Source: an optimization exercise on an open RTL-to-GDS flow (aim: small area). Production flows keep margins and buffers that such runs may drop.
The RTL was checked by simulation tests, not by an equivalence proof against the original design.
Power figures rest on the tool's default switching activity, not on a simulated workload.

## oak
==> flow/design.v (excerpt) <==
module mips16_core (
    input  logic        clk,
    input  logic        reset,
    input  logic [15:0] din,
    input  logic        wen,
    input  logic        pc_reset,
    input  logic        rd_en,
    output logic [15:0] dout
);
clock: 5.0 ns
lec_check: 0
cap_margin: 10
core_margin: 2
core_utilization: 50
cts_cluster_diameter: 100
cts_cluster_size: 30
gpl_timing_driven: 0
setup_slack_margin: 0.35
slew_margin: 10
synth_hierarchical: 1
synth_memory_max_bits: 8192
run.sh (not shown) runs the stock make flow with config.mk's settings and CLKGATE_MAP_FILE= SYNTH_SCRIPT=/design/flow/synth_recipe.tcl, a recipe that flattens the netlist after the stock synthesis.
oak | status: complete | timing, DRC, antenna: pass
Inputs modified between oak and pine:
diff --git a/flow/config.mk b/flow/config.mk
--- a/flow/config.mk
+++ b/flow/config.mk
@@ -6,5 +6,5 @@
 export NUM_CORES = 4
 export LEC_CHECK = 0
-export CAP_MARGIN = 10
+export CAP_MARGIN = 0
 export CORE_MARGIN = 2
 export CORE_UTILIZATION = 50
@@ -12,6 +12,6 @@
 export CTS_CLUSTER_SIZE = 30
 export GPL_TIMING_DRIVEN = 0
-export SETUP_SLACK_MARGIN = 0.35
-export SLEW_MARGIN = 10
+export SETUP_SLACK_MARGIN = 0.3
+export SLEW_MARGIN = 0
 export SYNTH_HIERARCHICAL = 1
 export SYNTH_MEMORY_MAX_BITS = 8192
==> results.txt <==
Final checks on pine, whose flow otherwise completed, came back failing, citing max-capacitance violations, max-slew violations. oak → pine: area added between synthesis and finish -0.68 points, global-route usage ~0 delta. oak and pine ended up with roughly the same power. oak vs pine, launching instance or port of the critical path: pc_lo_1c[5] vs pc_lo_1c[11]. pine vs. oak: detail-routed via count per cell stayed essentially flat; power share of the clock group rose by 0.2 points; switching power summed over all nets stayed essentially flat. pine against oak: fraction of area in multi-input gates decreased by 0.26 points relative to the old numbers; number of multi-input combinational cells closely matched the old numbers; final worst-path cycle share increased by 2.1 points relative to the old numbers; worst setup margin decreased by 0.10 ns relative to the old numbers.
The following lists how birch was set up differently from pine:
diff --git a/flow/config.mk b/flow/config.mk
--- a/flow/config.mk
+++ b/flow/config.mk
@@ -6,12 +6,12 @@
 export NUM_CORES = 4
 export LEC_CHECK = 0
-export CAP_MARGIN = 0
+export CAP_MARGIN = 20
 export CORE_MARGIN = 2
 export CORE_UTILIZATION = 50
 export CTS_CLUSTER_DIAMETER = 100
-export CTS_CLUSTER_SIZE = 30
+export CTS_CLUSTER_SIZE = 25
 export GPL_TIMING_DRIVEN = 0
-export SETUP_SLACK_MARGIN = 0.3
-export SLEW_MARGIN = 0
+export SETUP_SLACK_MARGIN = 0.35
+export SLEW_MARGIN = 20
 export SYNTH_HIERARCHICAL = 1
 export SYNTH_MEMORY_MAX_BITS = 8192
### Flow results
Cmp birch vs pine: number of buffers created by CTS higher in birch. Looking at power share of the clock group, birch sits 1.0 points higher than pine does. Comparing pine and birch, the one run not ending clean was pine. STATUS run=pine STAGES=ALL_DONE FINAL_CHECKS=FAILED CAUSE=max-capacitance violations, max-slew violations. On portion of total power attributed to combinational logic: between pine and birch, it ends up higher for birch. Between pine and birch, the flow reports wire length increasing slightly.


before:
The RTL this note starts from:
==> flow/design.v <==
package mips16_pkg;
    localparam logic [2:0] OP_RTYPE   = 3'b000;
    localparam logic [2:0] OP_ADDI    = 3'b001;
    localparam logic [2:0] F3_ADD  = 3'd1;
    localparam logic [2:0] F3_SUB  = 3'd2;
    localparam logic [2:0] F3_AND  = 3'd3;
    localparam logic [2:0] F3_OR   = 3'd4;
    localparam logic [2:0] F3_SLT  = 3'd5;
    localparam logic [2:0] F3_SLL1 = 3'd6;
    localparam logic [2:0] F3_SRL1 = 3'd7;
    function automatic logic [13:0] encode(input logic [15:0] w);
        logic is_addi;
        logic is_r;
        is_addi = (w[15:13] == OP_ADDI);
        is_r    = (w[15:13] == OP_RTYPE) && !w[3];
        encode  = {is_addi, w[12:3], w[2:0] & {3{is_addi | is_r}}};
    endfunction
endpackage
module mips16_regfile (
    input  logic        clk,
    input  logic        reset,
    input  logic [2:0]  raddr_a,
    input  logic [2:0]  raddr_b,
    output logic [15:0] rdata_a,
    output logic [15:0] rdata_b,
    input  logic        we,
    input  logic [2:0]  waddr,
    input  logic [15:0] wdata
);
    logic [7:1][15:0] regs;
    logic [7:1]       valid;
    logic [7:1]       wsel;
    for (genvar i = 1; i < 8; i++) begin : g_wsel
        assign wsel[i] = (waddr == 3'(i));
    end
    always_ff @(posedge clk or negedge reset) begin
        if (!reset) begin
            valid <= '0;
        end else if (we) begin
            valid <= valid | wsel;
        end
    end
    for (genvar i = 1; i < 8; i++) begin : g_reg
        always_ff @(posedge clk) begin
            if (we && wsel[i]) regs[i] <= wdata;
        end
    end
    mips16_rdport u_rd_a (.raddr(raddr_a), .regs(regs), .valid(valid), .wsel(wsel),
                          .wdata(wdata), .rdata(rdata_a));
    mips16_rdport u_rd_b (.raddr(raddr_b), .regs(regs), .valid(valid), .wsel(wsel),
                          .wdata(wdata), .rdata(rdata_b));
endmodule
module mips16_rdport (
    input  logic [2:0]        raddr,
    input  logic [7:1][15:0]  regs,
    input  logic [7:1]        valid,
    input  logic [7:1]        wsel,
    input  logic [15:0]       wdata,
    output logic [15:0]       rdata
);
    logic [7:0] sel;    
    for (genvar i = 1; i < 8; i++) begin : g_sel
        assign sel[i] = (raddr == 3'(i)) && valid[i] && !wsel[i];
    end
    assign sel[0] = (raddr != 3'd0) && (|((wsel) & {
        raddr == 3'd7, raddr == 3'd6, raddr == 3'd5, raddr == 3'd4,
        raddr == 3'd3, raddr == 3'd2, raddr == 3'd1}));
    for (genvar b = 0; b < 16; b++) begin : g_bit
        logic [2:0] n;
        mips16_aoi3 u_a (.s(sel[2:0]), .d({regs[2][b], regs[1][b], wdata[b]}), .y(n[0]));
        mips16_aoi3 u_b (.s(sel[5:3]), .d({regs[5][b], regs[4][b], regs[3][b]}), .y(n[1]));
        mips16_aoi3 u_c (.s({1'b0, sel[7:6]}), .d({1'b0, regs[7][b], regs[6][b]}), .y(n[2]));
        assign rdata[b] = ~&n;
    end
endmodule
module mips16_core (
    input  logic        clk,
    input  logic        reset,
    input  logic [15:0] din,
    input  logic        wen,
    input  logic        pc_reset,
    input  logic        rd_en,
    output logic [15:0] dout
);
    logic [255:0][13:0] imem;
    logic [7:0]   pc;
    logic [7:0]   ptr;
    logic         ifid_ok;
    logic [13:0]  ifid_p0;
    logic [13:0]  ifid_p1;
    logic [13:0]  ifid_w;
    logic [2:0]   idex_dest, exmem_dest, memwb_dest;
    logic [15:0]  exmem_data, memwb_data;
    logic [15:0]  idex_a, idex_b;
    logic [2:0]   idex_op;
    logic         advance;
    logic         wb_we;
    logic [13:0]  wr_word;
    logic [255:0] rsel;
    logic [13:0]  rword0;
    logic [13:0]  rword1;
    logic         fetch_ok;
    assign advance = rd_en && !wen;
    assign wb_we   = advance && !pc_reset && (memwb_dest != 3'd0);
    assign wr_word = mips16_pkg::encode(din);
    for (genvar i = 0; i < 256; i++) begin : g_imem
        always_ff @(posedge clk) begin
            if (wen && ptr == 8'(i)) imem[i] <= wr_word;
        end
    end
    logic [15:0] pc_hi_1c;
    logic [15:0] pc_lo_1c;
    always_comb begin
        for (int i = 0; i < 256; i++) rsel[i] = !(pc_hi_1c[i / 16] || pc_lo_1c[i % 16]);
    end
    logic [85:0][13:0] grp_n;
    for (genvar g = 0; g < 85; g++) begin : g_rgrp
        for (genvar b = 0; b < 14; b++) begin : g_bit
            mips16_aoi3 u_aoi (
                .s ({rsel[3*g+2], rsel[3*g+1], rsel[3*g]}),
                .d ({imem[3*g+2][b], imem[3*g+1][b], imem[3*g][b]}),
                .y (grp_n[g][b])
            );
        end
    end
    assign grp_n[85] = ~(imem[255] & {14{rsel[255]}});
    always_comb begin
        rword0 = '0;
        rword1 = '0;
        for (int g = 0; g < 43; g++) rword0 = rword0 | ~grp_n[g];
        for (int g = 43; g < 86; g++) rword1 = rword1 | ~grp_n[g];
    end
    assign fetch_ok = (pc < ptr);
    logic [2:0]  rs, rt, rd, f3;
    logic        is_addi;
    logic [15:0] ra, rb, op_b, sum, alu_res;
    logic [2:0]  op;
    logic [2:0]  dest;
    logic        sub;
    assign ifid_w  = ifid_p0 | ifid_p1;
    assign is_addi = ifid_ok && ifid_w[13];
    assign rs      = ifid_w[12:10];
    assign rt      = ifid_w[9:7];
    assign rd      = ifid_w[6:4];
    assign f3      = ifid_ok ? ifid_w[2:0] : 3'd0;
    mips16_regfile u_regfile (
        .clk     (clk),
        .reset   (reset),
        .raddr_a (rs),
        .raddr_b (rt),
        .rdata_a (ra),
        .rdata_b (rb),
        .we      (wb_we),
        .waddr   (memwb_dest),
        .wdata   (memwb_data)
    );
    always_comb begin
        if (is_addi)              dest = rt;
        else if (f3 != 3'd0)      dest = rd;
        else                      dest = 3'd0;
    end
    assign op_b = is_addi ? {{9{ifid_w[6]}}, ifid_w[6:0]} : rb;
    assign op   = is_addi ? mips16_pkg::F3_ADD : f3;
    assign sub  = (idex_op == mips16_pkg::F3_SUB || idex_op == mips16_pkg::F3_SLT);
    assign sum  = idex_a + (sub ? ~idex_b : idex_b) + {15'd0, sub};
    always_comb begin
        case (idex_op)
            mips16_pkg::F3_AND:  alu_res = idex_a & idex_b;
            mips16_pkg::F3_OR:   alu_res = idex_a | idex_b;
            mips16_pkg::F3_SLT:  alu_res = {15'd0, (idex_a[15] ^ idex_b[15]) ? idex_a[15] : sum[15]};
            mips16_pkg::F3_SLL1: alu_res = {idex_b[14:0], 1'b0};
            mips16_pkg::F3_SRL1: alu_res = {1'b0, idex_b[15:1]};
            default:             alu_res = sum;
        endcase
    end
    always_ff @(posedge clk or negedge reset) begin
        if (!reset) begin
            pc         <= '0;
            pc_hi_1c   <= ~16'd1;
            pc_lo_1c   <= ~16'd1;
            ptr        <= '0;
            ifid_ok    <= 1'b0;
            idex_dest  <= '0;
            exmem_dest <= '0;
            memwb_dest <= '0;
            dout       <= '0;
        end else begin
            if (wen) begin
                ptr <= ptr + 8'd1;
            end
            if (pc_reset) begin
                pc         <= '0;
                pc_hi_1c   <= ~16'd1;
                pc_lo_1c   <= ~16'd1;
                ifid_ok    <= 1'b0;
                idex_dest  <= '0;
                exmem_dest <= '0;
                memwb_dest <= '0;
            end else if (advance) begin
                pc         <= pc + 8'd1;
                pc_lo_1c   <= {pc_lo_1c[14:0], pc_lo_1c[15]};
                if (!pc_lo_1c[15]) pc_hi_1c <= {pc_hi_1c[14:0], pc_hi_1c[15]};
                ifid_ok    <= fetch_ok;
                idex_dest  <= dest;
                exmem_dest <= idex_dest;
                memwb_dest <= exmem_dest;
            end
            if (wb_we) begin
                dout <= memwb_data;
            end
        end
    end
    always_ff @(posedge clk) begin
        if (advance) begin
            ifid_p0    <= rword0;
            ifid_p1    <= rword1;
            idex_a     <= ra;
            idex_b     <= op_b;
            idex_op    <= op;
            exmem_data <= alu_res;
            memwb_data <= exmem_data;
        end
    end
endmodule
module mips16_aoi3 (
    input  logic [2:0] s,
    input  logic [2:0] d,
    output logic       y
);
    assign y = ~|(s & d);
endmodule
Settings: LEC_CHECK=0, CAP_MARGIN=20, CORE_MARGIN=2, CORE_UTILIZATION=50, CTS_CLUSTER_DIAMETER=100, CTS_CLUSTER_SIZE=30, GPL_TIMING_DRIVEN=0, SETUP_SLACK_MARGIN=0.35, SLEW_MARGIN=20, SYNTH_HIERARCHICAL=1, SYNTH_MEMORY_MAX_BITS=8192; clock period 5.0 ns.
Input-level comparison between after and before:
Settings: a change of SETUP_SLACK_MARGIN from 0.35 to 0.1; a change of CTS_CLUSTER_SIZE from 30 to 25.
Final checks on after, whose flow otherwise completed, came back failing, citing setup timing.
Against before, after reports a power drawn by the clock network that is higher.
Changes observed in after relative to before: global-route met1 utilization did not really move, total of cells resized after clock tree synthesis went down, maximum cell stage delay along the critical path did not really move, time the final worst path needs with I/O delays and setup went up.
Number of standard cells in the final layout excluding fillers on after is up relative to before.

afterwards: timing with drivers on the ports:
How much do the figures lean on ideal ports? The routed layouts below were timed once more, with nothing changed but the port constraints. Step 1 assumes that a clkbuf_16 drives the clock port and a buf_2 every other input. Step 2, shift: input delay + t, output delay - t, t = (earliest + latest rising clock arrival at the registers) / 2. This alone moves slack from input paths to output paths. a / b / c = ideal / step 1 / step 2; a / b = the first two.
run	t, ns	setup WS [ns]	hold slack, ns	latest minus earliest clock arrival (ns)	worst slew at a driven data input, ns	pins driven straight from the clock port
oak	0.965	0.218 / 0.218 / -0.440	0.039 / -0.023 / 0.426	0.066 / 0.066	0.14	1
pine	0.976	0.115 / 0.115 / -0.487	0.426 / 0.404 / 0.426	0.061 / 0.061	0.15	1
birch	0.977	0.125 / 0.125 / -0.496	0.427 / 0.427 / 0.427	0.054 / 0.054	0.12	1
before	0.965	0.137 / 0.137 / -0.481	0.425 / 0.425 / 0.425	0.062 / 0.063	0.15	1
after	0.980	-0.103 / -0.103 / -0.482	0.426 / 0.426 / 0.426	0.049 / 0.050	0.13	1
For oak, which loses most, drivers alone change the setup slack by 0.000 ns; drivers and shift together by -0.658 ns.
